What follows belongs to an exercise in optimizing a design on an open flow for small area, a short achievable clock period and few clock cycles per item; a production flow would make more cautious choices. In this exercise RTL edits were held to simulation tests only and were not proved equivalent to the original. Power figures rest on the tool's default switching activity, not on a simulated workload.

### design/flow/config.mk
export PLATFORM = sky130hd
export DESIGN_NAME = bounded_deque_list_engine
export DESIGN_NICKNAME = bounded_deque_list_engine
export VERILOG_FILES = /design/flow/design.v
export SDC_FILE = /design/flow/constraint.sdc
export NUM_CORES = 4
export LEC_CHECK = 0
export CAP_MARGIN = 20
export CORE_MARGIN = 2
export CORE_UTILIZATION = 40
export SLEW_MARGIN = 20
### design/flow/design.v
package bdle_pkg;
  localparam int CAPACITY = 16;
  localparam int IDX_W    = 4;    
  localparam int CNT_W    = 5;    
  localparam int VAL_W    = 32;
  localparam logic [2:0] OP_PREPEND  = 3'd0;
  localparam logic [2:0] OP_APPEND   = 3'd1;
  localparam logic [2:0] OP_POP_HEAD = 3'd2;
  localparam logic [2:0] OP_POP_TAIL = 3'd3;
  localparam logic [2:0] OP_INS_AT   = 3'd4;
  localparam logic [2:0] OP_DEL_AT   = 3'd5;
  localparam logic [2:0] OP_DEL_VAL  = 3'd6;
  localparam logic [1:0] ST_OK       = 2'd0;
  localparam logic [1:0] ST_FULL     = 2'd1;
  localparam logic [1:0] ST_EMPTY    = 2'd2;
  localparam logic [1:0] ST_NOTFOUND = 2'd3;
endpackage
module bounded_deque_list_engine (
  input  logic        clk_i,
  input  logic        rst_ni,
  input  logic        s_axis_tvalid,
  output logic        s_axis_tready,
  input  logic [47:0] s_axis_tdata,    
  output logic        m_axis_tvalid,
  input  logic        m_axis_tready,
  output logic [39:0] m_axis_tdata     
);
  localparam int N = bdle_pkg::CAPACITY;
  localparam int W = bdle_pkg::VAL_W;
  logic [W-1:0]               ent [N];       
  logic [N-1:0]               vld_q;         
  logic [bdle_pkg::CNT_W-1:0] cnt_q;
  logic                       i_valid_q;
  logic [2:0]                 i_op_q;
  logic [W-1:0]               i_val_q;
  logic [7:0]                 i_pos_q;
  logic                       c_valid_q;
  logic                       c_ins_q;       
  logic                       c_delp_q;      
  logic                       c_delv_q;      
  logic                       c_popt_q;      
  logic                       c_poph_q;      
  logic [N-1:0]               c_t_q;         
  logic [N-1:0]               c_e_q;         
  logic [N-1:0]               c_m_q;         
  logic [W-1:0]               c_val_q;
  logic                       o_valid_q, s_valid_q;
  logic [39:0]                o_data_q, s_data_q;
  logic exec, c_free, xfer;
  assign exec   = c_valid_q && !(o_valid_q && s_valid_q);
  assign c_free = !c_valid_q || exec;
  assign xfer   = i_valid_q && c_free;
  assign s_axis_tready = !i_valid_q || c_free;
  logic [N-1:0] cnt1h, last1h, mv, pre;
  logic         full, empty, ins_ok, found, dec;
  logic [N-1:0] up, dn, ld;
  always_comb begin
    for (int i = 0; i < N; i++) begin
      cnt1h[i]  = ((i == 0) ? 1'b1 : vld_q[i-1]) && !vld_q[i];
      last1h[i] = vld_q[i] && ((i == N-1) ? 1'b1 : !vld_q[i+1]);
    end
    full  = vld_q[N-1];
    empty = !vld_q[0];
    mv    = c_m_q & vld_q;
    pre[0] = mv[0];
    for (int i = 1; i < N; i++) pre[i] = pre[i-1] | mv[i];
    ins_ok = c_ins_q && !full;
    found  = (c_delp_q && |(c_e_q & vld_q)) ||
             (c_delv_q && pre[N-1]) ||
             (c_popt_q && !empty);
    dec    = exec && found;
    for (int i = 0; i < N; i++) begin
      up[i] = exec && ins_ok && c_t_q[i];
      ld[i] = exec && ins_ok && !c_t_q[i] && (c_e_q[i] || cnt1h[i]);
      dn[i] = exec && (i != N-1) && ((c_delp_q && c_t_q[i]) || (c_delv_q && pre[i]));
    end
  end
  always_ff @(posedge clk_i) begin
    for (int i = 0; i < N; i++) begin
      if (ld[i])      ent[i] <= c_val_q;
      else if (up[i]) ent[i] <= ent[(i == 0) ? 0 : i-1];
      else if (dn[i]) ent[i] <= ent[(i == N-1) ? N-1 : i+1];
    end
  end
  logic [W-1:0]               popped;
  logic [1:0]                 status;
  logic [bdle_pkg::CNT_W-1:0] cnt_d;
  logic [N-1:0]               vld_d;
  logic [39:0]                res;
  always_comb begin
    popped = '0;
    for (int i = 0; i < N; i++) begin
      if ((c_poph_q && (i == 0) && vld_q[0]) || (c_popt_q && last1h[i]))
        popped = popped | ent[i];
    end
    status = bdle_pkg::ST_OK;
    if (c_ins_q && full)                     status = bdle_pkg::ST_FULL;
    else if ((c_poph_q || c_popt_q) && empty) status = bdle_pkg::ST_EMPTY;
    else if ((c_delp_q || c_delv_q) && !found) status = bdle_pkg::ST_NOTFOUND;
    if (ins_ok) begin
      cnt_d = cnt_q + 5'd1;
      vld_d = {vld_q[N-2:0], 1'b1};
    end else if (found) begin
      cnt_d = cnt_q - 5'd1;
      vld_d = {1'b0, vld_q[N-1:1]};
    end else begin
      cnt_d = cnt_q;
      vld_d = vld_q;
    end
    res = {(cnt_d == '0), cnt_d, popped, status};
  end
  logic [N-1:0] raw, m_d, t_d, e_d;
  logic         hi0, veq;
  always_comb begin
    hi0 = (i_pos_q[7:4] == 4'd0);
    veq = (c_val_q == i_val_q);
    for (int i = 0; i < N; i++) begin
      raw[i] = (ent[i] == i_val_q);
    end
    for (int i = 0; i < N; i++) begin
      if (ld[i])      m_d[i] = veq;
      else if (up[i]) m_d[i] = raw[(i == 0) ? 0 : i-1];
      else if (dn[i]) m_d[i] = raw[(i == N-1) ? N-1 : i+1];
      else            m_d[i] = raw[i];
    end
    for (int i = 0; i < N; i++) begin
      e_d[i] = 1'b0;
      t_d[i] = 1'b0;
      case (i_op_q)
        bdle_pkg::OP_PREPEND: begin
          e_d[i] = (i == 0);
          t_d[i] = (i != 0);
        end
        bdle_pkg::OP_INS_AT: begin
          e_d[i] = hi0 && (i_pos_q[3:0] == i);
          t_d[i] = hi0 && (i_pos_q[3:0] < i);
        end
        bdle_pkg::OP_POP_HEAD: begin
          e_d[i] = (i == 0);
          t_d[i] = 1'b1;
        end
        bdle_pkg::OP_DEL_AT: begin
          e_d[i] = hi0 && (i_pos_q[3:0] == i);
          t_d[i] = hi0 && (i_pos_q[3:0] <= i);
        end
        default: ;
      endcase
    end
  end
  always_ff @(posedge clk_i or negedge rst_ni) begin
    if (!rst_ni) begin
      i_valid_q <= 1'b0;
      c_valid_q <= 1'b0;
      o_valid_q <= 1'b0;
      s_valid_q <= 1'b0;
      vld_q     <= '0;
      cnt_q     <= '0;
    end else begin
      if (s_axis_tready) i_valid_q <= s_axis_tvalid;
      if (c_free)        c_valid_q <= i_valid_q;
      if (exec) begin
        vld_q <= vld_d;
        cnt_q <= cnt_d;
      end
      if (!o_valid_q || m_axis_tready) begin
        o_valid_q <= s_valid_q || exec;
        s_valid_q <= s_valid_q && exec;
      end else begin
        s_valid_q <= s_valid_q || exec;
      end
    end
  end
  always_ff @(posedge clk_i) begin
    if (s_axis_tready) begin
      i_op_q  <= s_axis_tdata[2:0];
      i_val_q <= s_axis_tdata[34:3];
      i_pos_q <= s_axis_tdata[42:35];
    end
    if (xfer) begin
      c_ins_q  <= (i_op_q == bdle_pkg::OP_PREPEND) || (i_op_q == bdle_pkg::OP_APPEND) ||
                  (i_op_q == bdle_pkg::OP_INS_AT);
      c_delp_q <= (i_op_q == bdle_pkg::OP_POP_HEAD) || (i_op_q == bdle_pkg::OP_DEL_AT);
      c_delv_q <= (i_op_q == bdle_pkg::OP_DEL_VAL);
      c_popt_q <= (i_op_q == bdle_pkg::OP_POP_TAIL);
      c_poph_q <= (i_op_q == bdle_pkg::OP_POP_HEAD);
      c_t_q    <= t_d;
      c_e_q    <= e_d;
      c_m_q    <= m_d;
      c_val_q  <= i_val_q;
    end
    if (exec) s_data_q <= res;
    if (!o_valid_q || m_axis_tready) o_data_q <= s_valid_q ? s_data_q : res;
  end
  assign m_axis_tvalid = o_valid_q;
  assign m_axis_tdata  = o_data_q;
endmodule
### design/flow/constraint.sdc
create_clock -name core_clock -period 6.0 [get_ports {clk_i}]
set_input_delay 1.2000 -clock core_clock [delete_from_list [all_inputs] [get_ports {clk_i}]]
set_output_delay 1.2000 -clock core_clock [all_outputs]
set_load 0.01 [all_outputs]
### design/flow/run.sh
#!/bin/bash
# synth_recipe.tcl (not shown) runs the flow's synth.tcl, then flattens the netlist and writes it again
# the make line also repeats each setting of config.mk as NAME=value (left out here)
make -C /OpenROAD-flow-scripts/flow DESIGN_CONFIG=/design/flow/config.mk WORK_HOME=/design/flow/orfs CLKGATE_MAP_FILE= SYNTH_SCRIPT=/design/flow/synth_recipe.tcl finish
==> summary.txt <==
metal layers:
layer	vias up	routed length, um	track usage, %
li1	16000	-	-
met1	18900	77300	45.8
met2	3026	78700	44.9
met3	372	28600	11.0
met4	0	11900	17.4
met5	-	0	0
where the power goes:
| group | internal (mW) | switching, mW |
|---|---|---|
| clock network | 3.62 | 2.38 |
| logic | 2.76 | 4.52 |
| registers | 7.74 | 2.17 |
cell families after synthesis:
group / after synthesis / synth area share [%]
AOI/OAI and AO/OA: 1532 / 23.3
xor gates and xnor gates: 549 / 10.7
adders and majority gates: 2 / 0.0558
buffers and inverters: 488 / 4.20
DFF: 745 / 49.6
muxes: 221 / 5.25
and+or+nand+nor: 636 / 6.90
area by class of cell:
class / count / area, um2 / area share [%]
Multi-Input combinational cell: 2940 / 21100 / 41.8
Inverter: 34 / 128 / 0.253
Clock inverter: 63 / 817 / 1.62
Timing Repair Buffer: 218 / 1980 / 3.93
Clock buffer: 101 / 2350 / 4.65
Sequential cell: 745 / 22200 / 44.1
Tap cell: 1488 / 1860 / 3.69
Antenna cell: 2 / 5.00 / 0.00992
layout by cell type (no fill, tap or decap), types with 76 or more instances in the layout:
cell type,netlist,layout
a21oi_1,153,139
a22oi_1,770,770
buf_4,0,121
clkbuf_16,0,92
clkdlybuf4s50_1,0,88
edfxtp_1,720,720
mux2_2,113,113
mux2i_1,106,106
nand2_1,142,138
nand3_1,77,76
nand4_1,94,94
nor2_1,171,155
nor4_1,85,84
o21ai_0,395,389
xnor2_1,291,291
xor2_1,257,257
sequential cells by signal (all words and copies together) (netlist names), 3 cells and up:
name / count
vld_q: 16
o_data_q: 40
c_t_q: 16
i_op_q: 3
ent: 512
s_data_q: 40
c_e_q: 16
cnt_q: 5
c_val_q: 32
c_m_q: 16
i_val_q: 32
i_pos_q: 8
worst paths after layout:
check,slack [ps],cells past startpoint,to
min reg2reg,490,1,c_valid_q
max reg2reg,1950,10,ent[5][30]
max in group asynchronous,4780,2,s_valid_q
min,490,1,c_valid_q
max,1950,10,ent[5][30]
min in group asynchronous,910,2,vld_q[4]
stage by stage:
step / cells / power (mW) / cell area [um2] / setup WS (ps)
6_report: 5591 / 23.2 / 50500 / 1950
5_1_grt: 5589 / 23.9 / 50500 / 1800
4_1_cts: 5584 / 22.8 / 50300 / 2050
3_5_place_dp: 5420 / 16.8 / 47200 / 2080
3_3_place_gp: 5417 / 16.7 / 47100 / 2100
2_1_floorplan: 4173 / 13.4 / 44900 / 2080
==> metrics.md <==
| Metric | Value |
|---|---|
| Worst-Skew Late Latency | `690 ps` |
| Synth area leaders | `edfxtp_1, a22oi_1, xnor2_1` |
| IO buf count | `88` |
| Synth Flop Type | `edfxtp_1` |
| # DRC | `0` |
| Yosys top cell by area | `edfxtp_1` |
| CTS tree | `yes` |
| Vias | `38,300` |
| Status | `finished clean` |
| Die area | `115,000 um2` |
| RR Startpoint | `o_valid_q` |
| Starting DRT DRC Count | `7,161` |
| Fin Clk Skew | `42.8 ps` |
| Syn_nets | `4,227` |
| Worst-Margin Slew | `1260 ps` |
| PwrDens | `460 nW/um2` |
| Post-Route Utilization | `45.5%` |
| RSZ-0062 raised after global routing | `no` |
| Site Rows | `122` |
| Hold Path Origin | `i_valid_q` |
| Syn avg cell area | `10.7 um2` |
| Worst vdd ir | `0.230 mV` |
| Clock-pin slew on the worst setup and hold paths | `60 ps` |
| Crit path largest cell delay | `840 ps` |
| Cell variety after synth | `66` |
| Post_cts resized | `0` |
| Tot GR Track Use | `32.9%` |
| Area Overhead vs Synth | `12.5%` |
| Synth cell count leaders | `a22oi_1, edfxtp_1, o21ai_0, clkbuf_1, xnor2_1` |
| Post-layout min period | `4050 ps` |
| I/O pin total | `94` |
| H-tree lvl count | `3` |
| Most common cell in the synthesized netlist | `a22oi_1` |
| Final-report hold violation count | `0` |
| Clock sinks | `745` |
| First-pass GRT wire length | `273,000 um` |
| Vias in the first global route | `34,700` |
| Hold Path Class | `reg2reg` |
| Post-route ant nets | `0` |
| Peak Freq | `0.247 GHz` |
| Total Wirelength | `196,000 um` |
| Number of max-cap violations | `0` |
| Setup bufs post-CTS | `0` |
| Syn Inst Count | `4,173` |
| Yosys reg bits | `745` |
| Die Span Y | `339 um` |
| Core Area | `111,000 um2` |
| Drt wl/cell | `35.1 um` |
| Post-CTS Hold Fix Bufs | `0` |
| Fillers | `10,400` |
| Yosys top cell area share | `48.2%` |
| Largest net degree at the start of global routing | `134` |
| First-pass detailed-route iteration total | `9` |
| Post-synth EDFFs | `720` |
| Synth warn | `2` |
| CP max stage cell | `buf_4` |
| Root Buffer | `clkbuf_16` |
| Setup_tns | `0 ps` |
| Nets | `4,081` |
| Clock Path Buffers | `3` |
| Cell Area, Synth | `44,900 um2` |
| Most Frequent Cell on Critical Path | `buf_4` |
| Die width | `339 um` |
| Worst Path Arrival | `4550 ps` |
| Critical path buffers and inverters | `5` |
| Vias per inst | `6.85` |
| Critical Path Start | `o_valid_q` |
| Final period utilization | `67.4%` |
| Fin Hold WS | `492 ps` |
| Layout cells sized above 1 | `11.2%` |
| Slew margin rel. | `15.6%` |
| LEAKAGE | `17.3 nW` |
| Clock buffer count from CTS | `88` |
| Slew Limit Fails | `0` |
| Worst Setup End Kind | `flop` |
| Type of origin of the critical path | `flop` |
| Crit path kind | `reg2reg` |
| Overflow after GRT | `0` |
| Seq/Total Area, Yosys | `49.6%` |
| CP max FO | `133` |
| Initial antenna violation count | `1` |
| Post-DP HPWL | `147,000 um` |
| Critical Path, Cell by Cell | `nand2_1, nand2_1, buf_4, inv_2, nand2_4, buf_4, buf_12, buf_4, a22oi_1, o21ai_0` |
| Final GP Congestion | `0.997` |
| Async SR Flop Fraction | `3.36%` |
| Setup violators final | `0` |
| Initial Utilization | `40.4%` |
| Worst EP required | `6500 ps` |
| CP top delay family | `buffers and inverters` |
Testbench counts, summed over its fixed seeds: cycles 4,824, items 4,800.

==> separate check: timing with driven ports <==
Ports are ideal in the flow. The routed layout listed here was re-timed in OpenROAD.
Step 1 sets driving cells, clkbuf_16 on the clock port and buf_2 on the other inputs (assumed; they add their load-dependent delay and slew).
Step 2 adds t to the input delays and takes it off the output delays; t is the mean of the earliest and latest rising clock arrival at the registers after step 1. Input paths then give back, and output paths get back, about the clock's delay inside the block.
a / b / c = ideal / step 1 / step 2; a / b = the first two.
shift t [ns]: 0.738
slack for setup (ns): 1.953 / 1.953 / 1.953
worst data-port slew with drivers (ns): 0.05
After both steps setup and hold are still met in this run. For this run, drivers alone change the setup slack by 0.000 ns; drivers and shift together by 0.000 ns.
